What follows belongs to an exercise in optimizing a design on an open flow for small area and a short achievable clock period; a production flow would make more cautious choices. Function was checked by simulation only, so behaviour that the tests miss may differ from the original. Power is estimated from default activity; no workload was simulated.

==> flow/design.v (outline; a module is shown in full before it is edited, if it fits) <==
// module fir_pre_stage: 831 lines
// module fir_fa: 11 lines
// module fir_ha: 10 lines
// module fir_filter: 3369 lines
module fir_filter
(
	input  logic        clk,
	input  logic        arst_n,  
	input  logic [15:0] x,       
	output logic [15:0] y        
);
  // ...
==> flow/flow/run.sh <==
#!/bin/bash
# Layout flow: the standard flow (standard.sh), with faster port buffers.
# The flow's port buffering picks a slow delay-cell buffer for every port; here
# buffer_ports is told to use a plain buffer instead. Everything else is standard.
set -e
cp standard.sh standard_sh_copy.log
export BUFFER_PORTS_ARGS="-buffer_cell sky130_fd_sc_hd__buf_2"
bash standard.sh > standard_run.log 2>&1
==> flow/standard.sh <==
#!/bin/bash
# synth_recipe.tcl (not shown) runs the flow's synth.tcl, then flattens the netlist and writes it again
# the make line also repeats each setting of config.mk as NAME=value (left out here)
make -C /OpenROAD-flow-scripts/flow DESIGN_CONFIG=/design/flow/config.mk WORK_HOME=/design/flow/orfs CLKGATE_MAP_FILE= SYNTH_SCRIPT=/design/flow/synth_recipe.tcl "${@:-finish}"
==> flow/config.mk <==
export PLATFORM = sky130hd
export DESIGN_NAME = fir_filter
export DESIGN_NICKNAME = fir_filter
export VERILOG_FILES = /design/flow/design.v
export SDC_FILE = /design/flow/constraint.sdc
export NUM_CORES = 4
export LEC_CHECK = 0
export CAP_MARGIN = 20
export CORE_MARGIN = 2
export CORE_UTILIZATION = 40
export PLACE_DENSITY = 0.6
export SLEW_MARGIN = 20
export SYNTH_HIERARCHICAL = 1
export SYNTH_MINIMUM_KEEP_SIZE = 0
==> flow/constraint.sdc <==
create_clock -name core_clock -period 12.0 [get_ports {clk}]
set_input_delay 2.4000 -clock core_clock [delete_from_list [all_inputs] [get_ports {clk}]]
set_output_delay 2.4000 -clock core_clock [all_outputs]
set_load 0.01 [all_outputs]
==> qor.yml, run 1 <==
largest_class: "multi-input gates"
netlist_top_cells_count: "427 x fa_1, 236 x dfrtp_1, 205 x ha_1"
comb-power_w: 0.00472
drt-met1-wl_um: 22400
start_kind: "flop"
post_cts_buffers: 0
critPathCapture: "zs8[2]"
largest_reg_flops: 19
nonClockInverterCount: 188
outcome: "complete, no violations"
die-height_um: 248
place.gp.congestion: 0.847
diodes: 0
grt_pass1_wl_um: 82900
clockBufferDepth: 3
use_met3: 0.0382
power_leader: "combinational logic"
rsz0062_at_grt: "false"
grt_use_met1: 0.251
slew_viol_final: 0
pg_seq_w: 0.00241
worstReg2RegEnd: "zs8[2]"
grt_start_max_net_pins: 178
synth_area_um2: 23800
ys_types: 76
rows: 89
cp_top_family: "adder cells"
final_area_um2: 26000
whs_ps: 483
grt.met2_usage: 0.294
==> inputs of run 2 (changes only) <==
--- a/flow/config.mk
+++ b/flow/config.mk
@@ -8,6 +8,8 @@
 export CAP_MARGIN = 20
 export CORE_MARGIN = 2
 export CORE_UTILIZATION = 40
+export CTS_CLUSTER_DIAMETER = 80
+export CTS_CLUSTER_SIZE = 24
 export PLACE_DENSITY = 0.6
 export SLEW_MARGIN = 20
 export SYNTH_HIERARCHICAL = 1
==> qor.yml, run 2 <==
synth-warning-count: 7  # unchanged
busiest_layer: "met2"  # unchanged
fin_nets: 2292  # was 2309
area_growth_pct: 6.45  # was 8.84%
grt_overflow: 0  # unchanged
clockBufferDepth: 3  # unchanged
critical_path.endpoint_type: "flop"  # unchanged
die_w_um: 248  # unchanged
drive_gt1_frac: 0.127  # was 0.139
route.detailed.drc: 0  # unchanged
place.gp.congestion: 0.847  # unchanged
synthTopCellsByArea: "fa_1 36%, dfrtp_1 25%, dfstp_2 12%, ha_1 11%, inv_1 2.9%"  # unchanged
syn_area_per_cell_um2: 14.6  # unchanged
crit_fanout: 6  # was 5
p_leak_nw: 11.3  # was 11.6 nW
yosysSeqAreaShare: 0.364  # unchanged
grt_pass1_vias: 14300  # was 14600
switching_share: 0.424  # was 0.408
cts.repair.resized: 0  # unchanged
cts_buffers: 23  # was 40
p_seq_frac: 0.302  # was 0.288
p_per_area_nw_per_um2: 314  # was 322 nW/um^2
synth-main-ff-cell: "dfrtp_1"  # unchanged
via_per_inst: 5.00  # was 5.02
htreeDepth: 1  # was 2
wl_um: 51100  # was 52000 um
track_usage: 0.177  # was 0.182
fill_cells: 5295  # was 5254
final_cell_mix: "427 x fa_1, 236 x dfrtp_1, 205 x ha_1"  # unchanged
synth_most_common_cell: "fa_1"  # unchanged
finalHoldViolCount: 0  # unchanged
setup_viol: 0  # unchanged
start_util: 0.404  # unchanged
synth_edf_count: 0  # unchanged
drt_iter0_drc: 758  # was 643
tightestPinTransition_ps: 992  # was 994 ps
arrival_ps: 4460  # was 4420 ps
synth_top_area_cell: "fa_1"  # unchanged
p_sw_w: 0.00338  # was 0.00341 W
start_kind: "flop"  # unchanged
clk_latency_ps: 580  # was 560 ps
ios: 34  # unchanged
whs_ps: 482  # was 483 ps
cts-root-buf: "clkbuf_16"  # unchanged
cp_data_required_time_ps: 12450  # was 12410 ps
ctsHoldBuffers: 0  # unchanged
internal_power_w: 0.00458  # was 0.00495 W
rows: 89  # unchanged
clock_skew_ps: 41.7  # was 16.9 ps
slew_viol_final: 0  # unchanged
yosysTopAreaCellShare: 0.358  # unchanged
finalCritPeriodShare: 0.334  # about the same
routedWlPerCell_um: 21.0  # was 21.1 um
cts_sinks: 342  # unchanged
rsz0062_at_grt: "false"  # unchanged
grt.met2_usage: 0.290  # was 0.294
regMostFlops: "r5r"  # unchanged
period_minus_slack_ps: 4000  # was 4010 ps
cap_violations: 0  # unchanged
grt_start_max_net_pins: 178  # unchanged
cts.clk_slew.worst_paths_ps: 100  # was 60 ps
fin_tns_setup_ps: 0  # unchanged
combPwrFrac: 0.590  # was 0.564
outcome: "complete, no violations"  # unchanged
ys_types: 76  # unchanged
first_pass_iters: 5  # unchanged
holdPathStages: 1  # unchanged
worst_slew_margin_rel: 0.338  # was 0.337
num_vias: 12200  # was 12400
largest_reg_flops: 19  # unchanged
layout.cells.most_common: "fa_1"  # unchanged
netlist_top_cells_count: "427 x fa_1, 236 x dfrtp_1, 205 x ha_1"  # unchanged
r2r_cells: 8  # was 7
port_buffers: 32  # unchanged
post_cts_buffers: 0  # unchanged
async_flop_share: 1.00  # unchanged
cts_tree: "yes"  # unchanged
critical_path_class: "flop to flop"  # unchanged
core_um2: 59000  # unchanged
antenna_found_initial: 1  # unchanged
grt_use_met1: 0.250  # was 0.251
antenna_left: 0  # unchanged
grt_pass1_wl_um: 81600  # was 82900 um
yosys_register_bits: 342  # unchanged
diodes: 0  # unchanged
use_met3: 0.0315  # was 0.0382
worst_ir_drop_vdd_uv: 146  # was 114 uV
die_area_um2: 61600  # unchanged
synth_area_um2: 23800  # unchanged
pwr-share-clk: 0.107  # was 0.148
hold_path.class: "flop to flop"  # unchanged
max_freq_mhz: 250  # was 249 MHz
die-height_um: 248  # unchanged
reg.largest.list: "r5r: 19 flops, r3r: 18 flops, vr: 16 flops"  # unchanged
synthCells: 1638  # unchanged
dp_hpwl_um: 40300  # unchanged
[run 2: metal layers]
metal / routed length [um] / vias up
li1: - / 5260
met1: 22600 / 6593
met2: 24900 / 255
met3: 2650 / 57
met4: 968 / 0
met5: 0 / -
[run 2: per-stage QoR]
step                power (W)   util  cell area [um^2]  std cells  setup slack [ps]
global route          0.00897  0.430             25400       2431              7850
CTS                   0.00814  0.430             25400       2431              7950
floorplan             0.00576      -             23900       1642              7900
detailed placement    0.00720  0.417             24600       2390              7580
finish                0.00796  0.430             25400       2431              8000
global placement      0.00700  0.417             24600       2390              7620
[run 2: layout make-up]
| type | count | area (um^2) | share of cell area |
|---|---|---|---|
| Clock inverter | 15 | 181 | 0.00715 |
| Tap cell | 773 | 967 | 0.0381 |
| Inverter | 188 | 707 | 0.0278 |
| Clock buffer | 26 | 597 | 0.0235 |
| Timing Repair Buffer | 37 | 220 | 0.00867 |
| Sequential cell | 342 | 8690 | 0.342 |
| Multi-Input combinational cell | 1050 | 14000 | 0.552 |
[run 2: power by group through the flow]
stage | Sequential, W | Combinational [W] | Clock [W]
floorplan | 0.00230 | 0.00346 | 0
global placement | 0.00243 | 0.00458 | 0
detailed placement | 0.00243 | 0.00477 | 0
CTS | 0.00242 | 0.00484 | 0.000882
global route | 0.00248 | 0.00557 | 0.000922
finish | 0.00241 | 0.00470 | 0.000855
[run 2: per-module statistics from Yosys, one instance, submodules excluded]
module         flip-flops and latches  times used
fir_fa                              0         425
fir_ha                              0         126
fir_filter                        342           1
fir_pre_stage                       0           1
[run 2: worst max-delay path: stages (launching register included)]
cell	delay (ps)
dfrtp_1	560
inv_1	320
ha_1	310
fa_1	490
fa_1	500
fa_1	450
fa_1	400
fa_1	400
fa_1	440
[run 2: cells by family after synthesis]
kind of cell,share of synthesized area
xor gates and xnor gates,0.0323
buffers and inverters,0.0482
AOI/OAI and AO/OA,0.0539
DFF,0.364
other,0.000315
adders and majority gates,0.475
and+or+nand+nor,0.0259
[run 2: final timing paths]
check | start | end | slack (ps)
min in group asynchronous | arst_n | zs8[14] | 1810
worst max register to register | r5r[18] | zs5[9] | 8000
worst min-delay path | zs3[11] | zs2[11] | 480
worst min register to register | zs3[11] | zs2[11] | 480
max in group asynchronous | arst_n | zc12[0] | 8730
worst max-delay path | r5r[18] | zs5[9] | 8000
==> inputs of run 3 (changes only) <==
--- a/flow/config.mk
+++ b/flow/config.mk
@@ -8,7 +8,7 @@
 export CAP_MARGIN = 20
 export CORE_MARGIN = 2
 export CORE_UTILIZATION = 40
-export CTS_CLUSTER_DIAMETER = 80
+export CTS_CLUSTER_DIAMETER = 110
 export CTS_CLUSTER_SIZE = 24
 export PLACE_DENSITY = 0.6
 export SLEW_MARGIN = 20
==> qor.yml, run 3 <==
diodes: 0  # unchanged
cp_num_cells: 7  # was 8
cp_num_buf_inv: 1  # unchanged
synth_top_area_cell: "fa_1"  # unchanged
worst_slew_margin_rel: 0.355  # was 0.338
cts_tree: "yes"  # unchanged
finalCritPeriodShare: 0.335  # was 0.334
die-height_um: 248  # unchanged
critical_path_class: "flop to flop"  # unchanged
synth_most_common_cell: "fa_1"  # unchanged
track_usage: 0.178  # was 0.177
crit_top_cell: "fa_1"  # unchanged
p_sw_w: 0.00332  # was 0.00338 W
combPwrFrac: 0.603  # was 0.590
post_cts_buffers: 0  # unchanged
drive_gt1_frac: 0.116  # was 0.127
syn_area_per_cell_um2: 14.6  # unchanged
dp_hpwl_um: 40300  # unchanged
reg2reg_slack_ps: 7980  # was 8000 ps
antenna_found_initial: 1  # unchanged
tightestPinTransition_ps: 968  # was 992 ps
largest_reg_flops: 19  # unchanged
reg.largest.list: "r5r: 19 flops, r3r: 18 flops, vr: 16 flops"  # unchanged
synthCells: 1638  # unchanged
internal_power_w: 0.00450  # was 0.00458 W
netlist_top_cells_count: "427 x fa_1, 236 x dfrtp_1, 205 x ha_1"  # unchanged
pwr-share-clk: 0.089  # was 0.107
yosys_register_bits: 342  # unchanged
area_growth_pct: 5.48  # was 6.45%
port_buffers: 32  # unchanged
rsz0062_at_grt: "false"  # unchanged
max_freq_mhz: 248  # was 250 MHz
via_per_inst: 5.02  # was 5.00
die_area_um2: 61600  # unchanged
synth_area_um2: 23800  # unchanged
ios: 34  # unchanged
cts_sinks: 342  # unchanged
r2r_cells: 7  # was 8
path_cells: "inv_1, ha_1, fa_1, fa_1, fa_1, fa_1, fa_1"  # was inv_1, ha_1, fa_1, fa_1, fa_1, fa_1, fa_1, fa_1
finalHoldViolCount: 0  # unchanged
grt_start_max_net_pins: 178  # unchanged
wl_um: 51200  # was 51100 um
die_w_um: 248  # unchanged
regMostFlops: "r5r"  # unchanged
yosysTopAreaCellShare: 0.358  # unchanged
place.gp.congestion: 0.847  # unchanged
crit_fanout: 5  # was 6
critPathCapture: "zs8[2]"  # was zs5[9]
fin_nets: 2287  # was 2292
slew_viol_final: 0  # unchanged
first_pass_iters: 5  # unchanged
async_flop_share: 1.00  # unchanged
start_util: 0.404  # unchanged
crit_start: "r3r[12]"  # was r5r[18]
num_vias: 12200  # about the same
synthTopCellsByArea: "fa_1 36%, dfrtp_1 25%, dfstp_2 12%, ha_1 11%, inv_1 2.9%"  # unchanged
route.detailed.drc: 0  # unchanged
period_minus_slack_ps: 4020  # was 4000 ps
cp_top_family: "adder cells"  # unchanged
rr_startpoint: "r3r[12]"  # was r5r[18]
crit_path_max_incr_delay_ps: 770  # was 560 ps
clockBufferDepth: 3  # unchanged
rows: 89  # unchanged
ctsHoldBuffers: 0  # unchanged
finalPower_w: 0.00782  # was 0.00796 W
cts_buffers: 18  # was 23
cp_slowest_cell: "dfrtp_1"  # unchanged
critical_path.endpoint_type: "flop"  # unchanged
worst_ir_drop_vdd_uv: 125  # was 146 uV
clock_skew_ps: 29.2  # was 41.7 ps
clk_latency_ps: 560  # was 580 ps
htreeDepth: 1  # unchanged
drt_iter0_drc: 706  # was 758
worstReg2RegEnd: "zs8[2]"  # was zs5[9]
cp_data_required_time_ps: 12410  # was 12450 ps
layout.cells.most_common: "fa_1"  # unchanged
grt_overflow: 0  # unchanged
cts.repair.resized: 0  # unchanged
core_um2: 59000  # unchanged
grt_pass1_vias: 14300  # about the same
routedWlPerCell_um: 21.1  # was 21.0 um
p_per_area_nw_per_um2: 311  # was 314 nW/um^2
yosysSeqAreaShare: 0.364  # unchanged
ys_types: 76  # unchanged
fin_tns_setup_ps: 0  # unchanged
p_seq_frac: 0.308  # was 0.302
cap_violations: 0  # unchanged
cts.clk_slew.worst_paths_ps: 100  # about the same
cts-root-buf: "clkbuf_16"  # unchanged
synth-warning-count: 7  # unchanged
final_cell_mix: "427 x fa_1, 236 x dfrtp_1, 205 x ha_1"  # unchanged
grt_pass1_wl_um: 81800  # was 81600 um
synth_edf_count: 0  # unchanged
arrival_ps: 4430  # was 4460 ps
antenna_left: 0  # unchanged
outcome: "complete, no violations"  # unchanged
switching_share: 0.425  # was 0.424
start_kind: "flop"  # unchanged
fill_cells: 5325  # was 5295
hold_path.class: "flop to flop"  # unchanged
p_leak_nw: 11.2  # was 11.3 nW
setup_viol: 0  # unchanged
synth-main-ff-cell: "dfrtp_1"  # unchanged
[run 3: cell types whose count changed in the layout (fill, tap and decap cells not counted), sizes merged]
cell | before | now
clkinv | 6 | 2
inv | 196 | 188
clkinvlp | 1 | 0
clkbuf | 26 | 30
[run 3: power groups by stage]
stage,combinational [W],sequential [W],clock [W]
floorplan,0.00346,0.00230,0
global route,0.00558,0.00248,0.000766
CTS,0.00485,0.00242,0.000726
finish,0.00472,0.00241,0.000695
global placement,0.00458,0.00243,0
detailed placement,0.00477,0.00243,0
[run 3: stage by stage]
step | setup slack [ps] | cell area, um^2 | util | std cells | hold WS, ps
after global routing | 7820 | 25200 | 0.426 | 2422 | 511
after floorplan | 7900 | 23900 | - | 1642 | 456
after detailed placement | 7580 | 24600 | 0.417 | 2390 | 472
final | 7980 | 25200 | 0.426 | 2422 | 486
after global placement | 7620 | 24600 | 0.417 | 2390 | 466
after CTS | 7920 | 25200 | 0.426 | 2422 | 496
[run 3: worst min-delay path by stage]
stage / startpoint / to / slack [ps] / cells past startpoint
after CTS: zs3[11] / zs2[11] / 500 / 1
after detailed placement: zs11[13] / zs10[13] / 470 / 1
after global routing: zs8[14] / zs7[14] / 510 / 1
final: zs3[11] / zs2[11] / 490 / 1
after floorplan: zs11[14] / zs10[14] / 460 / 1
after global placement: zs7[13] / zs6[13] / 470 / 1
[run 3: per-module statistics from Yosys, one instance, submodules excluded]
module | flops+latches | cells inside | copies in the design
fir_ha | 0 | 1 | 126
fir_fa | 0 | 1 | 425
fir_pre_stage | 0 | 281 | 1
fir_filter | 342 | 806 | 1
[run 3: layout make-up]
class                   instances  area [um^2]  share of cell area
multi-input cells            1050        14000               0.557
flip-flops and latches        342         8690               0.346
well taps                     773          967              0.0385
inverters                     188          707              0.0281
clock buffers                  30          495              0.0197
repair buffers                 37          220             0.00875
clock inverters                 2         50.0             0.00199
[run 3: metal layers]
| metal | global-route usage | up-vias | routed length [um] |
|---|---|---|---|
| met4 | 0.0301 | 0 | 701 |
| met5 | 0 | - | 0 |
| met2 | 0.294 | 239 | 25100 |
| li1 | - | 5241 | - |
| met1 | 0.248 | 6634 | 22500 |
| met3 | 0.0352 | 42 | 2790 |
[run 3: logic make-up (layout without fill, tap and decap cells)]
family	after synthesis	after routing	share of synthesized area
flip-flops	342	342	0.364
other	2	6	0.000315
AO/OA/AOI/OAI	177	177	0.0539
AND/OR/NAND/NOR	127	127	0.0259
XOR/XNOR	88	88	0.0323
buffers and inverters	250	257	0.0482
adder cells (fa/ha/maj)	652	652	0.475
==> inputs of run 4 (changes only) <==
--- a/flow/config.mk
+++ b/flow/config.mk
@@ -8,7 +8,7 @@
 export CAP_MARGIN = 20
 export CORE_MARGIN = 2
 export CORE_UTILIZATION = 40
-export CTS_CLUSTER_DIAMETER = 110
+export CTS_CLUSTER_DIAMETER = 90
 export CTS_CLUSTER_SIZE = 24
 export PLACE_DENSITY = 0.6
 export SLEW_MARGIN = 20
==> qor.yml, run 4 <==
routedWlPerCell_um: 21.1  # about the same
netlist_top_cells_count: "427 x fa_1, 236 x dfrtp_1, 205 x ha_1"  # unchanged
die_area_um2: 61600  # unchanged
first_pass_iters: 5  # unchanged
crit_top_cell: "fa_1"  # unchanged
rows: 89  # unchanged
finalHoldViolCount: 0  # unchanged
rr_startpoint: "r5r[18]"  # was r3r[12]
clockBufferDepth: 3  # unchanged
drive_gt1_frac: 0.121  # was 0.116
start_util: 0.404  # unchanged
antenna_left: 0  # unchanged
fin_ws_ps: 8000  # was 7980 ps
worstReg2RegEnd: "zs5[9]"  # was zs8[2]
cts.clk_slew.worst_paths_ps: 100  # about the same
yosysSeqAreaShare: 0.364  # unchanged
fin_cells: 2424  # was 2422
r2r_cells: 8  # was 7
track_usage: 0.177  # was 0.178
arrival_ps: 4430  # about the same
grt_start_max_net_pins: 178  # unchanged
p_per_area_nw_per_um2: 312  # was 311 nW/um^2
start_kind: "flop"  # unchanged
drt_iter0_drc: 721  # was 706
synth-warning-count: 7  # unchanged
cap_violations: 0  # unchanged
fin_nets: 2288  # was 2287
yosysTopAreaCellShare: 0.358  # unchanged
tightestPinTransition_ps: 991  # was 968 ps
synth_area_um2: 23800  # unchanged
yosys_register_bits: 342  # unchanged
cp_data_required_time_ps: 12430  # was 12410 ps
finalCritPeriodShare: 0.333  # was 0.335
ys_types: 76  # unchanged
crit_fanout: 6  # was 5
period_minus_slack_ps: 4000  # was 4020 ps
grt_pass1_wl_um: 81700  # was 81800 um
worst_slew_margin_rel: 0.339  # was 0.355
outcome: "complete, no violations"  # unchanged
path_cells: "inv_1, ha_1, fa_1, fa_1, fa_1, fa_1, fa_1, fa_1"  # was inv_1, ha_1, fa_1, fa_1, fa_1, fa_1, fa_1
holdPathStages: 1  # unchanged
synthCells: 1638  # unchanged
rsz0062_at_grt: "false"  # unchanged
clk_latency_ps: 550  # was 560 ps
min_to: "zs6[13]"  # was zs2[11]
cts_tree: "yes"  # unchanged
cts_buffers: 19  # was 18
crit_path_max_incr_delay_ps: 560  # was 770 ps
num_vias: 12100  # was 12200
final_cell_mix: "427 x fa_1, 236 x dfrtp_1, 205 x ha_1"  # unchanged
wl_um: 51100  # was 51200 um
place.gp.congestion: 0.847  # unchanged
grt_overflow: 0  # unchanged
cp_slowest_cell: "dfrtp_1"  # unchanged
post-place-cells: 2390  # unchanged
dp_hpwl_um: 40300  # unchanged
grt_pass1_vias: 14300  # about the same
diodes: 0  # unchanged
fin_tns_setup_ps: 0  # unchanged
p_leak_nw: 11.2  # about the same
port_buffers: 32  # unchanged
syn_area_per_cell_um2: 14.6  # unchanged
worst_ir_drop_vdd_uv: 116  # was 125 uV
synthTopCellsByArea: "fa_1 36%, dfrtp_1 25%, dfstp_2 12%, ha_1 11%, inv_1 2.9%"  # unchanged
synth_edf_count: 0  # unchanged
async_flop_share: 1.00  # unchanged
cts_sinks: 342  # unchanged
reg2reg_slack_ps: 8000  # was 7980 ps
regMostFlops: "r5r"  # unchanged
reg.largest.list: "r5r: 19 flops, r3r: 18 flops, vr: 16 flops"  # unchanged
htreeDepth: 1  # unchanged
route.detailed.drc: 0  # unchanged
setup_viol: 0  # unchanged
synth_most_common_cell: "fa_1"  # unchanged
crit_start: "r5r[18]"  # was r3r[12]
cp_num_buf_inv: 1  # unchanged
max_freq_mhz: 250  # was 248 MHz
synth-main-ff-cell: "dfrtp_1"  # unchanged
synth_top_area_cell: "fa_1"  # unchanged
critical_path.endpoint_type: "flop"  # unchanged
die-height_um: 248  # unchanged
cts-root-buf: "clkbuf_16"  # unchanged
post_cts_buffers: 0  # unchanged
cts.repair.resized: 0  # unchanged
core_um2: 59000  # unchanged
ctsHoldBuffers: 0  # unchanged
critical_path_class: "flop to flop"  # unchanged
clock_skew_ps: 21.7  # was 29.2 ps
fin_util: 0.427  # was 0.426
via_per_inst: 5.01  # was 5.02
slew_viol_final: 0  # unchanged
die_w_um: 248  # unchanged
ios: 34  # unchanged
largest_reg_flops: 19  # unchanged
layout.cells.most_common: "fa_1"  # unchanged
area_growth_pct: 5.70  # was 5.48%
pre_cts_ws_ps: 7580  # unchanged
hp-start: "zs7[13]"  # was zs3[11]
cp_top_family: "adder cells"  # unchanged
hold_path.class: "flop to flop"  # unchanged
antenna_found_initial: 1  # unchanged
==> run 4: cell types whose count changed in the layout (fill, tap and decap cells not counted) <==
cell,delta
clkbuf_8,+1
clkbuf_1,-5
clkbuf_16,+1
clkinv_16,-1
inv_6,+3
clkinv_2,+2
bufinv_16,+1
inv_16,-1
inv_12,+1
==> run 4: metal layers <==
metal	vias up	wire, um	global-route usage
li1	5246	-	-
met1	6578	22500	0.248
met3	54	2890	0.0366
met4	0	929	0.0341
met5	-	0	0
met2	255	24800	0.290
==> run 4: cell type report <==
class / instances / area [um^2]
clock inverters: 7 / 82.6
clock buffers: 27 / 515
repair buffers: 37 / 220
well taps: 773 / 967
multi-input cells: 1050 / 14000
inverters: 188 / 707
fillers: 5311 / 33800
flip-flops and latches: 342 / 8690
==> run 4: through the flow <==
| stage | hold slack [ps] | area, um^2 | total power (W) |
|---|---|---|---|
| 3_5_place_dp | 472 | 24600 | 0.00720 |
| 3_3_place_gp | 466 | 24600 | 0.00700 |
| 2_1_floorplan | 456 | 23900 | 0.00576 |
| 6_report | 491 | 25200 | 0.00785 |
| 4_1_cts | 499 | 25200 | 0.00803 |
| 5_1_grt | 518 | 25200 | 0.00886 |
==> run 4: logic make-up after synthesis <==
logic type / Yosys count / share of synthesized area
adders and majority gates: 652 / 0.475
DFF: 342 / 0.364
buffers and inverters: 250 / 0.0482
AOI/OAI and AO/OA: 177 / 0.0539
and+or+nand+nor: 127 / 0.0259
xor gates and xnor gates: 88 / 0.0323
other: 2 / 0.000315
==> run 4: report_power, final <==
part	total [W]	internal, W	switching [W]
combinational	0.00471	0.00219	0.00252
clock	0.000744	0.000333	0.000411
sequential	0.00241	0.00201	0.000394
==> run 4: worst max path at each step <==
stage	to	slack, ps	depth (start not counted)
after floorplan	r3r[15]	7900	10
after global placement	r3r[15]	7620	10
after detailed placement	r3r[15]	7580	10
after CTS	zs9[9]	7950	8
after global routing	zs9[9]	7850	8
final	zs5[9]	8000	8
==> run 4: modules after synthesis (local to each module, per instance) <==
module         flip-flops and latches  cells
fir_fa                              0      1
fir_filter                        342    806
fir_ha                              0      1
fir_pre_stage                       0    281
==> inputs of run 5 (changes only) <==
--- a/flow/config.mk
+++ b/flow/config.mk
@@ -8,8 +8,8 @@
 export CAP_MARGIN = 20
 export CORE_MARGIN = 2
 export CORE_UTILIZATION = 40
-export CTS_CLUSTER_DIAMETER = 90
-export CTS_CLUSTER_SIZE = 24
+export CTS_CLUSTER_DIAMETER = 100
+export CTS_CLUSTER_SIZE = 20
 export PLACE_DENSITY = 0.6
 export SLEW_MARGIN = 20
 export SYNTH_HIERARCHICAL = 1
==> qor.yml, run 5 <==
r2r_cells: 8  # unchanged
synth-main-ff-cell: "dfrtp_1"  # unchanged
core_um2: 59000  # unchanged
drt_iter0_drc: 761  # was 721
port_buffers: 32  # unchanged
netlist_top_cells_count: "427 x fa_1, 236 x dfrtp_1, 205 x ha_1"  # unchanged
busiest_layer: "met2"  # unchanged
synth_top_area_cell: "fa_1"  # unchanged
diodes: 0  # unchanged
worst_ir_drop_vdd_uv: 121  # was 116 uV
p_leak_nw: 11.3  # was 11.2 nW
cts-root-buf: "clkbuf_16"  # unchanged
track_usage: 0.178  # was 0.177
grt_overflow: 0  # unchanged
rsz0062_at_grt: "false"  # unchanged
area_growth_pct: 5.75  # was 5.70%
hold_path.class: "flop to flop"  # unchanged
clock_skew_ps: 24.2  # was 21.7 ps
num_vias: 12200  # was 12100
first_pass_iters: 5  # unchanged
die_w_um: 248  # unchanged
yosysTopAreaCellShare: 0.358  # unchanged
die_area_um2: 61600  # unchanged
hp-start: "zs3[11]"  # was zs7[13]
post_cts_buffers: 0  # unchanged
place.gp.congestion: 0.847  # unchanged
yosysSeqAreaShare: 0.364  # unchanged
synth_edf_count: 0  # unchanged
worst_slew_margin_rel: 0.357  # was 0.339
grt_start_max_net_pins: 178  # unchanged
drive_gt1_frac: 0.120  # was 0.121
crit_fanout: 6  # unchanged
use_met3: 0.0238  # was 0.0366
holdPathStages: 1  # unchanged
reg.largest.list: "r5r: 19 flops, r3r: 18 flops, vr: 16 flops"  # unchanged
grt.met2_usage: 0.292  # was 0.290
regMostFlops: "r5r"  # unchanged
die-height_um: 248  # unchanged
clk_latency_ps: 560  # was 550 ps
routedWlPerCell_um: 21.1  # about the same
arrival_ps: 4440  # was 4430 ps
finalCritPeriodShare: 0.334  # was 0.333
min_to: "zs2[11]"  # was zs6[13]
multi_input_area_um2: 14000  # unchanged
fin_cells: 2427  # was 2424
worstReg2RegEnd: "zs5[9]"  # unchanged
async_flop_share: 1.00  # unchanged
cp_data_required_time_ps: 12440  # was 12430 ps
ios: 34  # unchanged
syn_area_per_cell_um2: 14.6  # unchanged
htreeDepth: 1  # unchanged
final_cell_mix: "427 x fa_1, 236 x dfrtp_1, 205 x ha_1"  # unchanged
ys_types: 76  # unchanged
route.detailed.drc: 0  # unchanged
dp_hpwl_um: 40300  # unchanged
antenna_left: 0  # unchanged
synthTopCellsByArea: "fa_1 36%, dfrtp_1 25%, dfstp_2 12%, ha_1 11%, inv_1 2.9%"  # unchanged
fin_nets: 2290  # was 2288
synth_most_common_cell: "fa_1"  # unchanged
reg2reg_slack_ps: 8000  # about the same
critical_path.endpoint_type: "flop"  # unchanged
cts_buffers: 21  # was 19
cts.repair.resized: 0  # unchanged
finalPower_w: 0.00787  # was 0.00785 W
grt_pass1_wl_um: 82000  # was 81700 um
via_per_inst: 5.04  # was 5.01
synth_area_um2: 23800  # unchanged
seq_area_um2: 8690  # unchanged
fin_util: 0.427  # about the same
largest_reg_flops: 19  # unchanged
yosys_register_bits: 342  # unchanged
wl_um: 51300  # was 51100 um
rows: 89  # unchanged
fin_tns_setup_ps: 0  # unchanged
tightestPinTransition_ps: 964  # was 991 ps
cts_sinks: 342  # unchanged
outcome: "complete, no violations"  # unchanged
max_freq_mhz: 250  # about the same
slew_viol_final: 0  # unchanged
synthCells: 1638  # unchanged
ctsHoldBuffers: 0  # unchanged
clockBufferDepth: 3  # unchanged
synth-warning-count: 7  # unchanged
start_kind: "flop"  # unchanged
critical_path_class: "flop to flop"  # unchanged
rr_startpoint: "r5r[18]"  # unchanged
cts.clk_slew.worst_paths_ps: 90  # was 100 ps
setup_viol: 0  # unchanged
post-place-cells: 2390  # unchanged
p_per_area_nw_per_um2: 312  # about the same
antenna_found_initial: 1  # unchanged
fill_cells: 5305  # was 5311
layout.cells.most_common: "fa_1"  # unchanged
period_minus_slack_ps: 4000  # about the same
cap_violations: 0  # unchanged
cts_tree: "yes"  # unchanged
grt_use_met1: 0.256  # was 0.248
finalHoldViolCount: 0  # unchanged
start_util: 0.404  # unchanged
grt_pass1_vias: 14300  # about the same
-- run 5: per-layer routing --
layer | vias to the layer above | wire (um) | share of wire
li1 | 5246 | - | -
met1 | 6704 | 23100 | 0.45
met2 | 230 | 25000 | 0.49
met3 | 48 | 2300 | 0.045
met4 | 0 | 792 | 0.015
met5 | - | 0 | 0
-- run 5: worst max path at each step --
stage | start | to | slack, ps | depth (start not counted)
2_1_floorplan | x[0] | r3r[15] | 7900 | 10
3_3_place_gp | x[1] | r3r[15] | 7620 | 10
3_5_place_dp | x[1] | r3r[15] | 7580 | 10
4_1_cts | r5r[18] | zs9[9] | 7960 | 8
5_1_grt | r5r[18] | zs9[9] | 7860 | 8
6_report | r5r[18] | zs5[9] | 8000 | 8
-- run 5: cell families after synthesis --
group,count (synthesis),share of synthesized area
xor+xnor,88,0.0323
other cells,2,0.000315
simple gates,127,0.0259
fa+ha+maj,652,0.475
flops,342,0.364
compound gates,177,0.0539
buf+inv,250,0.0482
-- run 5: area by class of cell --
type                       count  share of cell area
tap                          773              0.0384
multi-input combinational   1050               0.556
timing repair buffer          37             0.00873
sequential                   342               0.345
inverter                     188              0.0280
clock inverter                 4             0.00119
clock buffer                  33              0.0230
-- run 5: where the power goes --
| part | internal [W] | switching, W |
|---|---|---|
| Clock | 0.000339 | 0.000407 |
| Sequential | 0.00201 | 0.000395 |
| Combinational | 0.00219 | 0.00253 |
| Total | 0.00454 | 0.00333 |
-- run 5: per-module statistics from Yosys, one instance, submodules excluded --
module / flops+latches / times used / area (um^2)
fir_fa: 0 / 425 / 20.0
fir_ha: 0 / 126 / 12.5
fir_pre_stage: 0 / 1 / 2150
fir_filter: 342 / 1 / 11600
-- run 5: metrics by stage --
stage | setup WS, ps | hold slack (ps) | instance area [um^2]
after floorplan | 7900 | 456 | 23900
after global placement | 7620 | 466 | 24600
after detailed placement | 7580 | 472 | 24600
after CTS | 7960 | 493 | 25200
after global routing | 7860 | 513 | 25200
final | 8000 | 487 | 25200
-- run 5: worst max-delay path, cell delays in order, from the launching register on --
cell and delay [ps]:
dfrtp_1 560, inv_1 330, ha_1 310, fa_1 490
fa_1 500, fa_1 450, fa_1 400, fa_1 400
fa_1 440
==> inputs of run 6 (changes only) <==
--- a/flow/config.mk
+++ b/flow/config.mk
@@ -8,6 +8,7 @@
 export CAP_MARGIN = 20
 export CORE_MARGIN = 2
 export CORE_UTILIZATION = 40
+export CTS_BUF_LIST = sky130_fd_sc_hd__clkbuf_8 sky130_fd_sc_hd__clkbuf_16
 export CTS_CLUSTER_DIAMETER = 100
 export CTS_CLUSTER_SIZE = 20
 export PLACE_DENSITY = 0.6
==> qor.yml, run 6 <==
cap_violations: 0  # unchanged
cp_num_buf_inv: 1  # unchanged
fin_nets: 2290  # unchanged
cp_slowest_cell: "dfrtp_1"  # unchanged
finalCritPeriodShare: 0.334  # about the same
wl_um: 51300  # about the same
outcome: "complete, no violations"  # unchanged
hold_path.class: "flop to flop"  # unchanged
worst_slew_margin_rel: 0.357  # about the same
synth_top_area_cell: "fa_1"  # unchanged
place.gp.congestion: 0.847  # unchanged
clk_latency_ps: 560  # about the same
track_usage: 0.178  # about the same
synth_edf_count: 0  # unchanged
rows: 89  # unchanged
yosysSeqAreaShare: 0.364  # unchanged
antenna_found_initial: 1  # unchanged
p_leak_nw: 11.3  # about the same
synth-warning-count: 7  # unchanged
core_um2: 59000  # unchanged
ctsHoldBuffers: 0  # unchanged
placed_area_um2: 24600  # unchanged
die_area_um2: 61600  # unchanged
path_cells: "inv_1, ha_1, fa_1, fa_1, fa_1, fa_1, fa_1, fa_1"  # unchanged
period_minus_slack_ps: 4000  # about the same
arrival_ps: 4440  # about the same
crit_top_cell: "fa_1"  # unchanged
start_util: 0.404  # unchanged
drive_gt1_frac: 0.120  # unchanged
die-height_um: 248  # unchanged
final_cell_mix: "427 x fa_1, 236 x dfrtp_1, 205 x ha_1"  # unchanged
clockBufferDepth: 3  # unchanged
cts_tree: "yes"  # unchanged
yosysTopAreaCellShare: 0.358  # unchanged
finalHoldViolCount: 0  # unchanged
synth_most_common_cell: "fa_1"  # unchanged
pre_cts_ws_ps: 7580  # unchanged
critical_path_class: "flop to flop"  # unchanged
cp_data_required_time_ps: 12440  # about the same
die_w_um: 248  # unchanged
cts.repair.resized: 0  # unchanged
fin_ws_ps: 8000  # about the same
crit_path_max_incr_delay_ps: 560  # about the same
crit_fanout: 6  # unchanged
final_area_um2: 25200  # unchanged
ys_types: 76  # unchanged
slew_viol_final: 0  # unchanged
grt_pass1_vias: 14300  # about the same
route.detailed.drc: 0  # unchanged
clock_skew_ps: 23.8  # was 24.2 ps
whs_ps: 487  # about the same
regMostFlops: "r5r"  # unchanged
drt_iter0_drc: 746  # was 761
port_buffers: 32  # unchanged
worst_ir_drop_vdd_uv: 120  # was 121 uV
dp_hpwl_um: 40300  # unchanged
via_per_inst: 5.04  # about the same
grt_start_max_net_pins: 178  # unchanged
rsz0062_at_grt: "false"  # unchanged
yosys_register_bits: 342  # unchanged
ios: 34  # unchanged
synth_area_um2: 23800  # unchanged
post_cts_buffers: 0  # unchanged
num_vias: 12200  # about the same
max_freq_mhz: 250  # about the same
cts_sinks: 342  # unchanged
largest_reg_flops: 19  # unchanged
fin_tns_setup_ps: 0  # unchanged
cts.clk_slew.worst_paths_ps: 90  # about the same
syn_area_per_cell_um2: 14.6  # unchanged
start_kind: "flop"  # unchanged
htreeDepth: 1  # unchanged
p_per_area_nw_per_um2: 312  # about the same
critical_path.endpoint_type: "flop"  # unchanged
tightestPinTransition_ps: 965  # was 964 ps
cts_buffers: 21  # unchanged
fill_cells: 5305  # unchanged
first_pass_iters: 5  # unchanged
cp_top_family: "adder cells"  # unchanged
layout.cells.most_common: "fa_1"  # unchanged
async_flop_share: 1.00  # unchanged
setup_viol: 0  # unchanged
routedWlPerCell_um: 21.1  # about the same
synth-main-ff-cell: "dfrtp_1"  # unchanged
grt_overflow: 0  # unchanged
grt_pass1_wl_um: 82000  # about the same
cts-root-buf: "clkbuf_16"  # unchanged
synthCells: 1638  # unchanged
area_growth_pct: 5.75  # unchanged
diodes: 0  # unchanged
reg.largest.list: "r5r: 19 flops, r3r: 18 flops, vr: 16 flops"  # unchanged
netlist_top_cells_count: "427 x fa_1, 236 x dfrtp_1, 205 x ha_1"  # unchanged
synthTopCellsByArea: "fa_1 36%, dfrtp_1 25%, dfstp_2 12%, ha_1 11%, inv_1 2.9%"  # unchanged
antenna_left: 0  # unchanged
## run 6: cell counts after synthesis
No cell type changed its count.
## run 6: final timing paths
path                            to  startpoint  depth (start not counted)  slack, ps
max in group asynchronous   zc9[0]      arst_n                          2       8750
min in group asynchronous  zs8[14]      arst_n                          1       1830
min reg2reg                zs2[11]     zs3[11]                          1        490
max reg2reg                 zs5[9]     r5r[18]                          8       8000
max                         zs5[9]     r5r[18]                          8       8000
min                        zs2[11]     zs3[11]                          1        490
## run 6: logic make-up (layout without fill, tap and decap cells)
family	count (synthesis)	count (layout)	synth area share
simple gates	127	127	0.0259
xor+xnor	88	88	0.0323
fa+ha+maj	652	652	0.475
flops	342	342	0.364
compound gates	177	177	0.0539
buf+inv	250	262	0.0482
other cells	2	6	0.000315
## run 6: where the power goes
part	total, W	internal, W	switching (W)	leakage, nW
sequential	0.00241	0.00201	0.000395	3.88
clock	0.000737	0.000329	0.000408	0.343
combinational	0.00472	0.00219	0.00253	7.07
total	0.00787	0.00454	0.00333	11.3
## run 6: area by class of cell
type,count,area [um^2],area share
multi-input combinational,1050,14000,0.556
tap,773,967,0.0384
clock inverter,15,71.3,0.00283
clock buffer,22,539,0.0214
timing repair buffer,37,220,0.00873
inverter,188,707,0.0280
sequential,342,8690,0.345
## run 6: metrics by stage
stage / utilization / total power (W) / cells
floorplan: - / 0.00576 / 1642
CTS: 0.427 / 0.00803 / 2427
detailed placement: 0.417 / 0.00720 / 2390
finish: 0.427 / 0.00787 / 2427
global placement: 0.417 / 0.00700 / 2390
global route: 0.427 / 0.00885 / 2427
## run 6: layer usage
layer / vias to the layer above / global-route usage / part of all wire
met1: 6689 / 0.256 / 0.45
met5: - / 0 / 0
met2: 254 / 0.292 / 0.49
met3: 48 / 0.0238 / 0.047
li1: 5245 / - / -
met4: 0 / 0.0336 / 0.015
## run 6: modules after synthesis, one instance, submodules excluded
| module | flops+latches | cell area [um^2] | copies in the design | cells |
|---|---|---|---|---|
| fir_ha | 0 | 12.5 | 126 | 1 |
| fir_pre_stage | 0 | 2150 | 1 | 281 |
| fir_filter | 342 | 11600 | 1 | 806 |
| fir_fa | 0 | 20.0 | 425 | 1 |
## run 6: worst register-to-register path, delay by kind of cell (launching register included)
kind,cells,cell delay [ps]
adders and majority gates,7,2990
DFF,1,560
buffers and inverters,1,330
==> inputs of run 7 (changes only) <==
==> flow/config.mk (replaced) <==
export PLATFORM = sky130hd
export DESIGN_NAME = fir_filter
export DESIGN_NICKNAME = fir_filter
export VERILOG_FILES = /design/flow/design.v
export SDC_FILE = /design/flow/constraint.sdc
export NUM_CORES = 4
export LEC_CHECK = 0
export CAP_MARGIN = 20
export CORE_MARGIN = 2
export CORE_UTILIZATION = 60
export CTS_CLUSTER_DIAMETER = 100
export CTS_CLUSTER_SIZE = 26
export PLACE_DENSITY = 0.75
export SLEW_MARGIN = 20
export SYNTH_HIERARCHICAL = 1
export SYNTH_MINIMUM_KEEP_SIZE = 0
==> qor.yml, run 7 <==
outcome: "complete, no violations"  # unchanged
synthTopCellsByArea: "fa_1 36%, dfrtp_1 25%, dfstp_2 12%, ha_1 11%, inv_1 2.9%"  # unchanged
synth_edf_count: 0  # unchanged
die_w_um: 203  # was 248 um
fin_tns_setup_ps: 0  # unchanged
routedWlPerCell_um: 22.6  # was 21.1 um
core_um2: 39500  # was 59000 um^2
die-height_um: 203  # was 248 um
start_util: 0.604  # was 0.404
antenna_found_initial: 0  # was 1
drt_iter0_drc: 791  # was 746
cap_violations: 0  # unchanged
finalHoldViolCount: 0  # unchanged
cts_buffers: 17  # was 21
synth_most_common_cell: "fa_1"  # unchanged
synth_area_um2: 23800  # unchanged
cts_tree: "yes"  # unchanged
htreeDepth: 1  # unchanged
clk_latency_ps: 540  # was 560 ps
first_pass_iters: 5  # unchanged
p_per_area_nw_per_um2: 314  # was 312 nW/um^2
critical_path.endpoint_type: "async pin"  # was flop
yosysSeqAreaShare: 0.364  # unchanged
fin_cells: 2171  # was 2427
grt_start_max_net_pins: 166  # was 178
wl_um: 49000  # was 51300 um
critical_path_class: "input port to async pin"  # was flop to flop
regMostFlops: "r5r"  # unchanged
synthCells: 1638  # unchanged
fill_cells: 2861  # was 5305
max_freq_mhz: 240  # was 250 MHz
cp_data_required_time_ps: 12550  # was 12440 ps
port_buffers: 32  # unchanged
drive_gt1_frac: 0.118  # was 0.120
ys_types: 76  # unchanged
syn_area_per_cell_um2: 14.6  # unchanged
place.gp.congestion: 0.916  # was 0.847
finalCritPeriodShare: 0.347  # was 0.334
post_cts_buffers: 0  # unchanged
via_per_inst: 5.69  # was 5.04
start_kind: "input port"  # was flop
route.detailed.drc: 0  # unchanged
rsz0062_at_grt: "false"  # unchanged
async_flop_share: 1.00  # unchanged
worst_ir_drop_vdd_uv: 146  # was 120 uV
fin_util: 0.628  # was 0.427
grt_pass1_vias: 14400  # was 14300
cts.repair.resized: 0  # unchanged
fin_nets: 2286  # was 2290
synth-warning-count: 7  # unchanged
diodes: 0  # unchanged
final_cell_mix: "427 x fa_1, 236 x dfrtp_1, 205 x ha_1"  # unchanged
antenna_left: 0  # unchanged
rows: 73  # was 89
cts_sinks: 342  # unchanged
grt_overflow: 0  # unchanged
cts.clk_slew.worst_paths_ps: 100  # was 90 ps
hold_path.class: "flop to flop"  # unchanged
period_minus_slack_ps: 4160  # was 4000 ps
arrival_ps: 4720  # was 4440 ps
netlist_top_cells_count: "427 x fa_1, 236 x dfrtp_1, 205 x ha_1"  # unchanged
crit_fanout: 165  # was 6
yosys_register_bits: 342  # unchanged
ios: 34  # unchanged
post-place-cells: 2142  # was 2390
p_leak_nw: 11.2  # was 11.3 nW
slew_viol_final: 0  # unchanged
synth-main-ff-cell: "dfrtp_1"  # unchanged
track_usage: 0.257  # was 0.178
layout.cells.most_common: "fa_1"  # unchanged
tightestPinTransition_ps: 938  # was 965 ps
cts-root-buf: "clkbuf_16"  # unchanged
grt_pass1_wl_um: 79100  # was 82000 um
clockBufferDepth: 3  # unchanged
die_area_um2: 41400  # was 61600 um^2
ctsHoldBuffers: 0  # unchanged
yosysTopAreaCellShare: 0.358  # unchanged
reg.largest.list: "r5r: 19 flops, r3r: 18 flops, vr: 16 flops"  # unchanged
setup_viol: 0  # unchanged
area_growth_pct: 3.95  # was 5.75%
clock_skew_ps: 26.6  # was 23.8 ps
num_vias: 12300  # was 12200
synth_top_area_cell: "fa_1"  # unchanged
worst_slew_margin_rel: 0.375  # was 0.357
largest_reg_flops: 19  # unchanged
dp_hpwl_um: 38100  # was 40300 um
run 7: cell counts after synthesis:
No cell type changed its count.
run 7: where the power goes:
group          switching (W)  internal, W
Sequential          0.000392      0.00201
Clock               0.000386     0.000272
Combinational        0.00252      0.00219
Total                0.00330      0.00447
run 7: routing by layer:
layer | up-vias | wire (um) | GRT usage
met4 | 0 | 1410 | 0.0743
met1 | 6688 | 20400 | 0.362
met2 | 340 | 23500 | 0.402
li1 | 5240 | - | -
met5 | - | 0 | 0
met3 | 76 | 3690 | 0.0654
run 7: per-module statistics from Yosys (local to each module, per instance):
module,cells,flip-flops and latches
fir_ha,1,0
fir_fa,1,0
fir_filter,806,342
fir_pre_stage,281,0
run 7: per-stage QoR:
| stage | hold slack, ps | area (um^2) | worst slack (ps) | total power [W] |
|---|---|---|---|---|
| after floorplan | 456 | 23900 | 7900 | 0.00576 |
| after global placement | 465 | 24300 | 7280 | 0.00685 |
| after CTS | 488 | 24800 | 7800 | 0.00790 |
| final | 489 | 24800 | 7840 | 0.00777 |
| after detailed placement | 468 | 24300 | 7240 | 0.00714 |
| after global routing | 509 | 24800 | 7450 | 0.00869 |
run 7: worst max-delay path, cell delays in order:
cell and delay (ps):
buf_8 540, buf_12 700, buf_4 790
run 7: logic make-up (layout without fill, tap and decap cells):
logic type,count (synthesis),in the layout,synth area share
buf+inv,250,254,0.0482
flops,342,342,0.364
compound gates,177,177,0.0539
simple gates,127,127,0.0259
fa+ha+maj,652,652,0.475
other cells,2,6,0.000315
xor+xnor,88,88,0.0323
run 7: final timing paths:
kind                            startpoint      end  slack, ps  cells past startpoint
max in group core_clock            r5r[18]   zs9[9]       7960                      8
worst max-delay path                arst_n    vr[4]       7840                      3
min in group asynchronous           arst_n     y[8]       1860                      1
worst min register to register     zs3[11]  zs2[11]        490                      1
worst min-delay path               zs3[11]  zs2[11]        490                      1
worst max register to register     r5r[18]   zs9[9]       7960                      8
run 7: final cells by class:
class	instances	area, um^2	share of cell area
clock buffer	24	452	0.0182
clock inverter	5	38.8	0.00156
inverter	188	707	0.0285
multi-input combinational	1050	14000	0.566
sequential	342	8690	0.351
tap	525	657	0.0265
timing repair buffer	37	220	0.00888
==> inputs of run 8 (changes only) <==
--- a/flow/config.mk
+++ b/flow/config.mk
@@ -7,10 +7,10 @@
 export LEC_CHECK = 0
 export CAP_MARGIN = 20
 export CORE_MARGIN = 2
-export CORE_UTILIZATION = 60
+export CORE_UTILIZATION = 45
 export CTS_CLUSTER_DIAMETER = 100
-export CTS_CLUSTER_SIZE = 26
-export PLACE_DENSITY = 0.75
+export CTS_CLUSTER_SIZE = 22
+export PLACE_DENSITY = 0.65
 export SLEW_MARGIN = 20
 export SYNTH_HIERARCHICAL = 1
 export SYNTH_MINIMUM_KEEP_SIZE = 0
==> qor.yml, run 8 <==
pre_cts_ws_ps: 7510  # was 7240 ps
worstReg2RegEnd: "zs9[9]"  # unchanged
port_buffers: 32  # unchanged
yosys_register_bits: 342  # unchanged
rsz0062_at_grt: "false"  # unchanged
hold_path.class: "flop to flop"  # unchanged
arrival_ps: 4580  # was 4720 ps
synth_most_common_cell: "fa_1"  # unchanged
synth_edf_count: 0  # unchanged
ios: 34  # unchanged
worst_ir_drop_vdd_uv: 150  # was 146 uV
crit_start: "r5r[18]"  # was arst_n
drive_gt1_frac: 0.117  # was 0.118
outcome: "complete, no violations"  # unchanged
track_usage: 0.201  # was 0.257
place.gp.congestion: 0.880  # was 0.916
routedWlPerCell_um: 21.9  # was 22.6 um
via_per_inst: 5.27  # was 5.69
syn_area_per_cell_um2: 14.6  # unchanged
rr_startpoint: "r5r[18]"  # unchanged
cap_violations: 0  # unchanged
largest_reg_flops: 19  # unchanged
fin_nets: 2287  # was 2286
regMostFlops: "r5r"  # unchanged
antenna_found_initial: 1  # was 0
worst_slew_margin_rel: 0.284  # was 0.375
grt_pass1_wl_um: 82300  # was 79100 um
synthCells: 1638  # unchanged
max_freq_mhz: 244  # was 240 MHz
cts-root-buf: "clkbuf_16"  # unchanged
yosysSeqAreaShare: 0.364  # unchanged
ys_types: 76  # unchanged
crit_fanout: 6  # was 165
period_minus_slack_ps: 4090  # was 4160 ps
synth_area_um2: 23800  # unchanged
synth_top_area_cell: "fa_1"  # unchanged
fin_tns_setup_ps: 0  # unchanged
cts.repair.resized: 0  # unchanged
ctsHoldBuffers: 0  # unchanged
die_w_um: 234  # was 203 um
dp_hpwl_um: 39800  # was 38100 um
rows: 84  # was 73
start_util: 0.455  # was 0.604
critical_path.endpoint_type: "flop"  # was async pin
reg2reg_slack_ps: 7910  # was 7960 ps
r2r_cells: 8  # unchanged
die_area_um2: 54900  # was 41400 um^2
synth-warning-count: 7  # unchanged
cts_sinks: 342  # unchanged
clockBufferDepth: 3  # unchanged
grt_start_max_net_pins: 137  # was 166
start_kind: "flop"  # was input port
cts.clk_slew.worst_paths_ps: 90  # was 100 ps
finalHoldViolCount: 0  # unchanged
fin_cells: 2336  # was 2171
grt_pass1_vias: 14200  # was 14400
p_per_area_nw_per_um2: 313  # was 314 nW/um^2
cp_data_required_time_ps: 12490  # was 12550 ps
first_pass_iters: 5  # unchanged
tightestPinTransition_ps: 1070  # was 938 ps
netlist_top_cells_count: "427 x fa_1, 236 x dfrtp_1, 205 x ha_1"  # unchanged
setup_viol: 0  # unchanged
layout.cells.most_common: "fa_1"  # unchanged
area_growth_pct: 4.98  # was 3.95%
reg.largest.list: "r5r: 19 flops, r3r: 18 flops, vr: 16 flops"  # unchanged
final_cell_mix: "427 x fa_1, 236 x dfrtp_1, 205 x ha_1"  # unchanged
grt_overflow: 0  # unchanged
p_leak_nw: 11.2  # about the same
clock_skew_ps: 15.4  # was 26.6 ps
diodes: 0  # unchanged
htreeDepth: 1  # unchanged
slew_viol_final: 0  # unchanged
async_flop_share: 1.00  # unchanged
critical_path_class: "flop to flop"  # was input port to async pin
antenna_left: 0  # unchanged
post_cts_buffers: 0  # unchanged
clk_latency_ps: 550  # was 540 ps
post-place-cells: 2304  # was 2142
synth-main-ff-cell: "dfrtp_1"  # unchanged
yosysTopAreaCellShare: 0.358  # unchanged
cts_buffers: 19  # was 17
cts_tree: "yes"  # unchanged
die-height_um: 234  # was 203 um
finalCritPeriodShare: 0.341  # was 0.347
synthTopCellsByArea: "fa_1 36%, dfrtp_1 25%, dfstp_2 12%, ha_1 11%, inv_1 2.9%"  # unchanged
wl_um: 51200  # was 49000 um
core_um2: 52400  # was 39500 um^2
num_vias: 12300  # about the same
fin_ws_ps: 7910  # was 7840 ps
route.detailed.drc: 0  # unchanged
critPathCapture: "zs9[9]"  # was vr[4]
drt_iter0_drc: 886  # was 791
## run 8: layout make-up
cell class,count,area (um^2)
flip-flops and latches,342,8690
clock buffers,30,517
multi-input cells,1050,14000
well taps,688,861
fillers,4457,27400
inverters,188,707
clock inverters,2,20.0
repair buffers,36,216
## run 8: kinds of logic (layout without fill, tap and decap cells)
family / after synthesis / in the layout / synth area share
xor gates and xnor gates: 88 / 88 / 0.0323
DFF: 342 / 342 / 0.364
other: 2 / 6 / 0.000315
and+or+nand+nor: 127 / 127 / 0.0259
AOI/OAI and AO/OA: 177 / 177 / 0.0539
adders and majority gates: 652 / 652 / 0.475
buffers and inverters: 250 / 256 / 0.0482
## run 8: per-layer routing
| layer | share of wire | global-route usage | vias to the layer above |
|---|---|---|---|
| li1 | - | - | 5250 |
| met1 | 0.44 | 0.289 | 6693 |
| met2 | 0.49 | 0.330 | 295 |
| met3 | 0.052 | 0.0297 | 60 |
| met4 | 0.017 | 0.0396 | 2 |
| met5 | 0.00025 | 0 | - |
## run 8: worst min-delay path by stage
stage             start       end  slack (ps)  cells after the start
2_1_floorplan  zs11[14]  zs10[14]         460                      1
4_1_cts         zs6[13]   zs5[13]         500                      1
3_3_place_gp    zs7[13]   zs6[13]         470                      1
3_5_place_dp    zs7[13]   zs6[13]         470                      1
6_report        zs6[13]   zs5[13]         490                      1
5_1_grt        zs13[12]  zs12[12]         510                      1
## run 8: per-module statistics from Yosys (local to each module, per instance)
module / flops+latches / times used / cell area, um^2
fir_ha: 0 / 126 / 12.5
fir_filter: 342 / 1 / 11600
fir_fa: 0 / 425 / 20.0
fir_pre_stage: 0 / 1 / 2150
## run 8: worst max-delay path, cell delays in order, from the launching register on
cell and delay, ps:
dfrtp_1 560, inv_1 320, ha_1 310, fa_1 510, fa_1 530, fa_1 470
fa_1 410, fa_1 410, fa_1 510
## run 8: metrics by stage
step	hold slack, ps	area, um^2	total power, W	util
after CTS	496	25000	0.00799	0.477
final	488	25000	0.00785	0.477
after detailed placement	468	24500	0.00720	0.467
after global routing	510	25000	0.00877	0.477
after floorplan	456	23900	0.00576	-
after global placement	472	24500	0.00694	0.467
## run 8: power by group
part           internal [W]  switching, W
clock              0.000302      0.000393
combinational       0.00220       0.00254
sequential          0.00201      0.000397
==> inputs of run 9 (changes only) <==
--- a/flow/config.mk
+++ b/flow/config.mk
@@ -7,10 +7,10 @@
 export LEC_CHECK = 0
 export CAP_MARGIN = 20
 export CORE_MARGIN = 2
-export CORE_UTILIZATION = 45
+export CORE_UTILIZATION = 40
 export CTS_CLUSTER_DIAMETER = 100
 export CTS_CLUSTER_SIZE = 22
-export PLACE_DENSITY = 0.65
+export PLACE_DENSITY = 0.6
 export SLEW_MARGIN = 20
 export SYNTH_HIERARCHICAL = 1
 export SYNTH_MINIMUM_KEEP_SIZE = 0
==> qor.yml, run 9 <==
tightestPinTransition_ps: 982  # was 1070 ps
finalCritPeriodShare: 0.332  # was 0.341
synth-main-ff-cell: "dfrtp_1"  # unchanged
cts_sinks: 342  # unchanged
ctsHoldBuffers: 0  # unchanged
fill_cells: 5306  # was 4457
p_leak_nw: 11.2  # about the same
htreeDepth: 1  # unchanged
antenna_left: 0  # unchanged
port_buffers: 32  # unchanged
synth_area_um2: 23800  # unchanged
reg2reg_slack_ps: 8020  # was 7910 ps
synth-warning-count: 7  # unchanged
synth_most_common_cell: "fa_1"  # unchanged
first_pass_iters: 5  # unchanged
dp_hpwl_um: 40300  # was 39800 um
grt_overflow: 0  # unchanged
yosysSeqAreaShare: 0.364  # unchanged
finalHoldViolCount: 0  # unchanged
diodes: 0  # unchanged
max_freq_mhz: 251  # was 244 MHz
route.detailed.drc: 0  # unchanged
grt_pass1_vias: 14300  # was 14200
netlist_top_cells_count: "427 x fa_1, 236 x dfrtp_1, 205 x ha_1"  # unchanged
antenna_found_initial: 1  # unchanged
worst_slew_margin_rel: 0.346  # was 0.284
holdPathStages: 1  # unchanged
p_per_area_nw_per_um2: 311  # was 313 nW/um^2
cts_buffers: 19  # unchanged
track_usage: 0.178  # was 0.201
die_w_um: 248  # was 234 um
min_to: "zs2[11]"  # was zs5[13]
cp_data_required_time_ps: 12400  # was 12490 ps
p_seq_frac: 0.308  # was 0.307
core_um2: 59000  # was 52400 um^2
grt_start_max_net_pins: 178  # was 137
start_kind: "flop"  # unchanged
p_sw_w: 0.00331  # was 0.00333 W
cts.repair.resized: 0  # unchanged
worst_ir_drop_vdd_uv: 120  # was 150 uV
hold_path.class: "flop to flop"  # unchanged
arrival_ps: 4380  # was 4580 ps
die-height_um: 248  # was 234 um
placed_area_um2: 24600  # was 24500 um^2
drt_iter0_drc: 730  # was 886
period_minus_slack_ps: 3980  # was 4090 ps
hp-start: "zs3[11]"  # was zs6[13]
yosysTopAreaCellShare: 0.358  # unchanged
start_util: 0.404  # was 0.455
rsz0062_at_grt: "false"  # unchanged
place.gp.congestion: 0.847  # was 0.880
fin_tns_setup_ps: 0  # unchanged
num_vias: 12200  # was 12300
worstReg2RegEnd: "zs8[2]"  # was zs9[9]
clockBufferDepth: 3  # unchanged
combPwrFrac: 0.603  # was 0.604
ios: 34  # unchanged
post_cts_buffers: 0  # unchanged
rows: 89  # was 84
pwr-share-clk: 0.090  # was 0.089
crit_fanout: 5  # was 6
outcome: "complete, no violations"  # unchanged
routedWlPerCell_um: 21.1  # was 21.9 um
via_per_inst: 5.02  # was 5.27
die_area_um2: 61600  # was 54900 um^2
synth_top_area_cell: "fa_1"  # unchanged
grt_pass1_wl_um: 81700  # was 82300 um
rr_startpoint: "r3r[12]"  # was r5r[18]
fin_nets: 2288  # was 2287
async_flop_share: 1.00  # unchanged
cts_tree: "yes"  # unchanged
drive_gt1_frac: 0.118  # was 0.117
setup_viol: 0  # unchanged
final_cell_mix: "427 x fa_1, 236 x dfrtp_1, 205 x ha_1"  # unchanged
regMostFlops: "r5r"  # unchanged
clk_latency_ps: 550  # about the same
synth_edf_count: 0  # unchanged
r2r_cells: 7  # was 8
syn_area_per_cell_um2: 14.6  # unchanged
area_growth_pct: 5.49  # was 4.98%
ys_types: 76  # unchanged
largest_reg_flops: 19  # unchanged
yosys_register_bits: 342  # unchanged
cts-root-buf: "clkbuf_16"  # unchanged
cts.clk_slew.worst_paths_ps: 90  # about the same
slew_viol_final: 0  # unchanged
wl_um: 51200  # about the same
layout.cells.most_common: "fa_1"  # unchanged
final_area_um2: 25200  # was 25000 um^2
fin_util: 0.426  # was 0.477
switching_share: 0.423  # was 0.425
cap_violations: 0  # unchanged
internal_power_w: 0.00451  # about the same
synthTopCellsByArea: "fa_1 36%, dfrtp_1 25%, dfstp_2 12%, ha_1 11%, inv_1 2.9%"  # unchanged
reg.largest.list: "r5r: 19 flops, r3r: 18 flops, vr: 16 flops"  # unchanged
critical_path_class: "flop to flop"  # unchanged
critical_path.endpoint_type: "flop"  # unchanged
synthCells: 1638  # unchanged
clock_skew_ps: 24.9  # was 15.4 ps
==> run 9: per-module statistics from Yosys (local to each module, per instance) <==
module | cells inside | cell area (um^2)
fir_filter | 806 | 11600
fir_pre_stage | 281 | 2150
fir_fa | 1 | 20.0
fir_ha | 1 | 12.5
==> run 9: cell type report <==
cell class	count	area (um^2)	share of cell area
Clock inverter	2	17.5	0.000696
Tap cell	773	967	0.0384
Multi-Input combinational cell	1050	14000	0.557
Inverter	188	707	0.0281
Timing Repair Buffer	37	220	0.00875
Sequential cell	342	8690	0.345
Clock buffer	31	531	0.0211
==> run 9: worst max-delay path: stages, from the launching register on <==
cell	delay [ps]
dfrtp_1	740
inv_1	350
ha_1	400
fa_1	580
fa_1	460
fa_1	450
fa_1	390
fa_1	470
==> run 9: worst max path at each step <==
stage	end	slack, ps	start	cells past startpoint
final	zs8[2]	8020	r3r[12]	7
after CTS	zs9[9]	7960	r5r[18]	8
after floorplan	r3r[15]	7900	x[0]	10
after global placement	r3r[15]	7620	x[1]	10
after global routing	zs9[9]	7850	r5r[18]	8
after detailed placement	r3r[15]	7580	x[1]	10
==> run 9: cells by family (layout without fill, tap and decap cells) <==
kind of cell / count (synthesis) / in the layout / share of synthesized area
adder cells (fa/ha/maj): 652 / 652 / 0.475
AND/OR/NAND/NOR: 127 / 127 / 0.0259
AO/OA/AOI/OAI: 177 / 177 / 0.0539
flip-flops: 342 / 342 / 0.364
buffers and inverters: 250 / 258 / 0.0482
other: 2 / 6 / 0.000315
XOR/XNOR: 88 / 88 / 0.0323
==> run 9: layer usage <==
metal / vias to the layer above / track usage / share of wire
li1: 5244 / - / -
met1: 6606 / 0.249 / 0.44
met2: 253 / 0.292 / 0.49
met3: 54 / 0.0329 / 0.053
met4: 0 / 0.0361 / 0.018
met5: - / 0 / 0
==> run 9: power by group through the flow <==
stage / logic (W) / clock network (W) / registers [W]
final: 0.00472 / 0.000702 / 0.00241
after floorplan: 0.00346 / 0 / 0.00230
after detailed placement: 0.00477 / 0 / 0.00243
after global placement: 0.00458 / 0 / 0.00243
after global routing: 0.00558 / 0.000767 / 0.00248
after CTS: 0.00485 / 0.000730 / 0.00242
==> run 9: metrics by stage <==
stage,std cells,total power (W),worst slack (ps),hold WS (ps)
after detailed placement,2390,0.00720,7580,472
after global placement,2390,0.00700,7620,466
after floorplan,1642,0.00576,7900,456
after CTS,2423,0.00799,7960,497
final,2423,0.00783,8020,489
after global routing,2423,0.00882,7850,517

## port drivers added, routing unchanged
The flow's constraints put no driver on any port. The routed layouts listed below were extracted and timed again, unchanged, in two steps. Step 1 (the two cells are an assumption about what drives the block):
set clk [get_ports {clk}]
set_driving_cell -lib_cell sky130_fd_sc_hd__clkbuf_16 $clk
set_driving_cell -lib_cell sky130_fd_sc_hd__buf_2 [delete_from_list [all_inputs] $clk]
Step 2 moves the port delays by t, midway between the first and last clock arrival at a register: inputs arrive t later, outputs are due t later. That takes back most of the time a late clock gives input paths. a / b / c = no drivers / after step 1 / after step 2; a / b = the first two.
run | t, ns | slack for setup (ns) | latest minus earliest clock arrival (ns)
run 1 | 0.605 | 7.991 / 7.991 / 7.571 | 0.018 / 0.019
run 2 | 0.614 | 7.996 / 7.996 / 7.563 | 0.048 / 0.048
run 3 | 0.603 | 7.976 / 7.976 / 7.560 | 0.029 / 0.029
run 4 | 0.591 | 8.003 / 8.003 / 7.561 | 0.023 / 0.023
run 5 | 0.603 | 7.996 / 7.996 / 7.566 | 0.027 / 0.027
run 6 | 0.603 | 7.998 / 7.998 / 7.563 | 0.030 / 0.030
run 7 | 0.581 | 7.837 / 7.838 / 7.258 | 0.027 / 0.027
run 8 | 0.595 | 7.909 / 7.909 / 7.475 | 0.015 / 0.016
run 9 | 0.593 | 8.019 / 8.019 / 7.566 | 0.026 / 0.025
After both steps every run listed still meets setup and hold. The setup slack of run 7, which loses most, moves by +0.001 ns with the drivers and by -0.579 ns with both steps. The worst setup slack also covers recovery checks on asynchronous resets.
